This is an optimization exercise on Yosys and OpenROAD, whose aim is small area, not a production implementation.
RTL that was checked went through simulation tests only; none was proved equivalent to the original.
Power figures rest on the tool's default switching activity, not on a simulated workload.

Design decode_stage_hz, start of the top module:
module decode_stage_hz #(
  parameter int unsigned XLEN  = 32,
  parameter int unsigned NREGS = 32
) (
  input  logic            clk,
  input  logic            rst_n,
  input  logic            ifidValid,
  input  logic [31:0]     ifidInst,
  input  logic [31:0]     ifidPc,
  input  logic            flush,
  input  logic            regWriteEnable,
  input  logic [4:0]      writeReg,
  input  logic [XLEN-1:0] writeData,
  output logic            stall,
  output logic            idexValid,
  output logic [31:0]     idexPc,
  output logic [XLEN-1:0] idexData1,
  output logic [XLEN-1:0] idexData2,
  output logic [4:0]      idexRs1,
  output logic [4:0]      idexRs2,
  output logic [4:0]      idexRd,
  output logic [6:0]      idexFunc7,
  output logic [2:0]      idexFunc3,
  output logic [XLEN-1:0] idexImm,
  output logic [2:0]      idexExCtrl,
  output logic [2:0]      idexMemCtrl,
  output logic [1:0]      idexWbCtrl
);
For scale: ~2400 cells after synthesis, about 42000 um2 of cells after synthesis.
export LEC_CHECK = 0
export CAP_MARGIN = 10
export CORE_MARGIN = 2
export CORE_UTILIZATION = 68
export SETUP_SLACK_MARGIN = 0.1
export SLEW_MARGIN = 10
create_clock -name core_clock -period 5.0 [get_ports {clk}]
standard.sh (not shown) runs the stock make flow with config.mk's settings and CLKGATE_MAP_FILE= SYNTH_SCRIPT=/design/flow/synth_recipe.tcl, a recipe that flattens the netlist after the stock synthesis.
==> flow/flow/run.sh <==
#!/bin/bash
# Own flow: the standard layout (standard.sh), except that synthesis maps
# the logic with an area-oriented ABC script, port buffers use the smallest
# buffer, the clock tree uses small buffers without dummy loads.
set -euo pipefail
W=$(pwd)
export MY_WORK=$W
export MY_ABC_SCRIPT=$W/flow/area.abc
sed "s#SYNTH_SCRIPT=[^ ]*#SYNTH_SCRIPT=$W/flow/my_synth.tcl#" standard.sh > my_standard.sh
grep -q "SYNTH_SCRIPT=$W/flow/my_synth.tcl" my_standard.sh
export BUFFER_PORTS_ARGS="-buffer_cell sky130_fd_sc_hd__buf_1"
export CTS_ARGS="-sink_clustering_enable -repair_clock_nets -dont_use_dummy_load -buf_list {sky130_fd_sc_hd__clkbuf_8} -sink_clustering_size 18 -sink_clustering_max_diameter 60"
bash my_standard.sh synth > synth.log 2>&1
bash my_standard.sh finish > layout.log 2>&1
==> flow/flow/area.abc <==
&get -n
&st
&nf -a -R 1000
&put
==> flow/flow/my_synth.tcl <==
# The standard synthesis (synth_recipe.tcl), with ABC's cell mapping run
# with an area-oriented script instead of ORFS's delay-oriented one.
proc abc {args} {
  set i [lsearch -exact $args -script]
  if { $i >= 0 } { lset args [expr {$i + 1}] $::env(MY_ABC_SCRIPT) }
  set i [lsearch -exact $args -D]
  if { $i >= 0 } { set args [lreplace $args $i [expr {$i + 1}]] }
  yosys abc {*}$args
}
source $::env(MY_WORK)/synth_recipe.tcl
Change:
CORE_UTILIZATION = 60   (was 68)
GPL_TIMING_DRIVEN = 0   (was unset)
Result: Wire length goes down by 3.0%. Combinational power is about the same. Utilization went down by 7.5 points.
Change:
CAP_MARGIN = 5   (was 10)
GPL_TIMING_DRIVEN = unset   (was 0)
SLEW_MARGIN = 5   (was 10)
- register-to-register slack got worse by 500 ps
- synthesized area stays the same
- routed wire length increases by 1.5%
- non-clock buffer count went up by 24
Change:
--- a/flow/flow/run.sh
+++ b/flow/flow/run.sh
@@ -10,5 +10,5 @@
 grep -q "SYNTH_SCRIPT=$W/flow/my_synth.tcl" my_standard.sh
 export BUFFER_PORTS_ARGS="-buffer_cell sky130_fd_sc_hd__buf_1"
-export CTS_ARGS="-sink_clustering_enable -repair_clock_nets -dont_use_dummy_load -buf_list {sky130_fd_sc_hd__clkbuf_8} -sink_clustering_size 18 -sink_clustering_max_diameter 60"
+export CTS_ARGS="-sink_clustering_enable -repair_clock_nets -dont_use_dummy_load -buf_list {sky130_fd_sc_hd__clkbuf_8} -sink_clustering_size 16 -sink_clustering_max_diameter 60"
 bash my_standard.sh synth > synth.log 2>&1
 bash my_standard.sh finish > layout.log 2>&1
CAP_MARGIN = 10   (was 5)
SETUP_SLACK_MARGIN = 0.25   (was 0.1)
SLEW_MARGIN = 10   (was 5)
The new run ran to the end with no violations.
Routed wire length rose slightly.
Cell area climbs slightly.
First-iteration DRC count went up slightly.
Final cell count climbs slightly.
Maximum frequency came out higher by a few percent.
Flip-flop and latch count stays the same.
Worst hold slack improves by 5.9 ps.
Worst setup slack is better by 120 ps.
Power goes up slightly.
Change:
--- a/flow/flow/run.sh
+++ b/flow/flow/run.sh
@@ -10,5 +10,5 @@
 grep -q "SYNTH_SCRIPT=$W/flow/my_synth.tcl" my_standard.sh
 export BUFFER_PORTS_ARGS="-buffer_cell sky130_fd_sc_hd__buf_1"
-export CTS_ARGS="-sink_clustering_enable -repair_clock_nets -dont_use_dummy_load -buf_list {sky130_fd_sc_hd__clkbuf_8} -sink_clustering_size 16 -sink_clustering_max_diameter 60"
+export CTS_ARGS="-sink_clustering_enable -repair_clock_nets -dont_use_dummy_load -buf_list {sky130_fd_sc_hd__clkbuf_8} -sink_clustering_size 18 -sink_clustering_max_diameter 60"
 bash my_standard.sh synth > synth.log 2>&1
 bash my_standard.sh finish > layout.log 2>&1
SETUP_SLACK_MARGIN = 0.1   (was 0.25)
The new run went through all stages and came out clean.
Die area does not change.
Clock power is lower by a few percent.
Final cell count goes down slightly.
Critical path depth came out higher by 4.
Final area goes down slightly.
Total power decreases slightly.
Clock skew rose by 21 ps.

## v6
Another version of the RTL of decode_stage_hz (not shown whole).
Size in the first run: about 2400 cells after synthesis, ~1100 flip-flops, ~270 I/O pins, about 0.043 mm² of cells after synthesis.
export LEC_CHECK = 0
export CAP_MARGIN = 10
export CORE_MARGIN = 2
export CORE_UTILIZATION = 60
export SETUP_SLACK_MARGIN = 0.1
export SLEW_MARGIN = 10
create_clock -name core_clock -period 5.0 [get_ports {clk}]
==> flow/flow/run.sh <==
#!/bin/bash
# Own flow: the standard layout (standard.sh), except that synthesis maps
# the logic with an area-oriented ABC script, port buffers use the smallest
# buffer, the clock tree uses small buffers without dummy loads.
set -euo pipefail
W=$(pwd)
export MY_WORK=$W
export MY_ABC_SCRIPT=$W/flow/area.abc
sed "s#SYNTH_SCRIPT=[^ ]*#SYNTH_SCRIPT=$W/flow/my_synth.tcl#" standard.sh > my_standard.sh
grep -q "SYNTH_SCRIPT=$W/flow/my_synth.tcl" my_standard.sh
export BUFFER_PORTS_ARGS="-buffer_cell sky130_fd_sc_hd__buf_1"
export CTS_ARGS="-sink_clustering_enable -repair_clock_nets -dont_use_dummy_load -buf_list {sky130_fd_sc_hd__clkbuf_8 sky130_fd_sc_hd__clkbuf_16} -sink_clustering_size 18 -sink_clustering_max_diameter 50"
bash my_standard.sh synth > synth.log 2>&1
bash my_standard.sh finish > layout.log 2>&1
Scripts as last shown in full above: flow/flow/area.abc, flow/flow/my_synth.tcl
--- input diff v6..v7 ---
diff --git a/flow/flow/run.sh b/flow/flow/run.sh
--- a/flow/flow/run.sh
+++ b/flow/flow/run.sh
@@ -11,3 +11,3 @@
 export BUFFER_PORTS_ARGS="-buffer_cell sky130_fd_sc_hd__buf_1"
-export CTS_ARGS="-sink_clustering_enable -repair_clock_nets -dont_use_dummy_load -buf_list {sky130_fd_sc_hd__clkbuf_8 sky130_fd_sc_hd__clkbuf_16} -sink_clustering_size 18 -sink_clustering_max_diameter 50"
+export CTS_ARGS="-sink_clustering_enable -repair_clock_nets -dont_use_dummy_load -buf_list {sky130_fd_sc_hd__clkbuf_8} -sink_clustering_size 20 -sink_clustering_max_diameter 40"
 bash my_standard.sh synth > synth.log 2>&1
Notes after the runs:
- [compare] base=v6 new=v7: met2 usage in global routing decreased by 0.69 points relative to the old numbers; post-route worst hold slack decreased by 0.14 ns relative to the old numbers; switching power as a share of total power increased by 0.91 points relative to the old numbers.
- Routing usage on met1: lower on v6
- v7 ended with every stage complete and zero timing, DRC or antenna violations.
- v7 vs v6: slack of the critical path up
Function was not checked in any run of this note: the RTL went through the layout flow alone.

==> re-timing with driven ports <==
The results above use ideal ports. As a check the final layouts listed here were re-extracted and re-timed, cells and wires unchanged.
Step 1: set_driving_cell puts a clkbuf_16 on clk and a buf_2 on each other input, an assumption about the parent block.
Step 2, shift: input delay + t, output delay - t, t = (earliest + latest rising clock arrival at the registers) / 2. This alone moves slack from input paths to output paths.
a / b / c = ideal / step 1 / step 2; a / b = the first two.
run	t, ns	setup slack, ns	latest minus earliest clock arrival (ns)	worst register clock-pin slew, ns	pins driven straight from the clock port
the first run of note 1	0.744	0.087 / 0.022 / 0.766	0.076 / 0.077	0.12 / 0.12	1
the second run of note 1	0.760	0.078 / 0.010 / 0.770	0.092 / 0.092	0.12 / 0.12	1
the third run of note 1	0.778	0.090 / 0.022 / 0.800	0.061 / 0.061	0.12 / 0.12	1
the fourth run of note 1	0.770	0.210 / 0.142 / 0.913	0.058 / 0.059	0.11 / 0.11	1
the fifth run of note 1	0.780	0.072 / 0.004 / 0.783	0.060 / 0.059	0.12 / 0.12	1
v6	0.714	0.129 / 0.062 / 0.776	0.071 / 0.070	0.08 / 0.08	1
v7	0.855	0.153 / 0.085 / 0.876	0.064 / 0.064	0.09 / 0.09	1
After both steps every run listed still meets setup and hold.
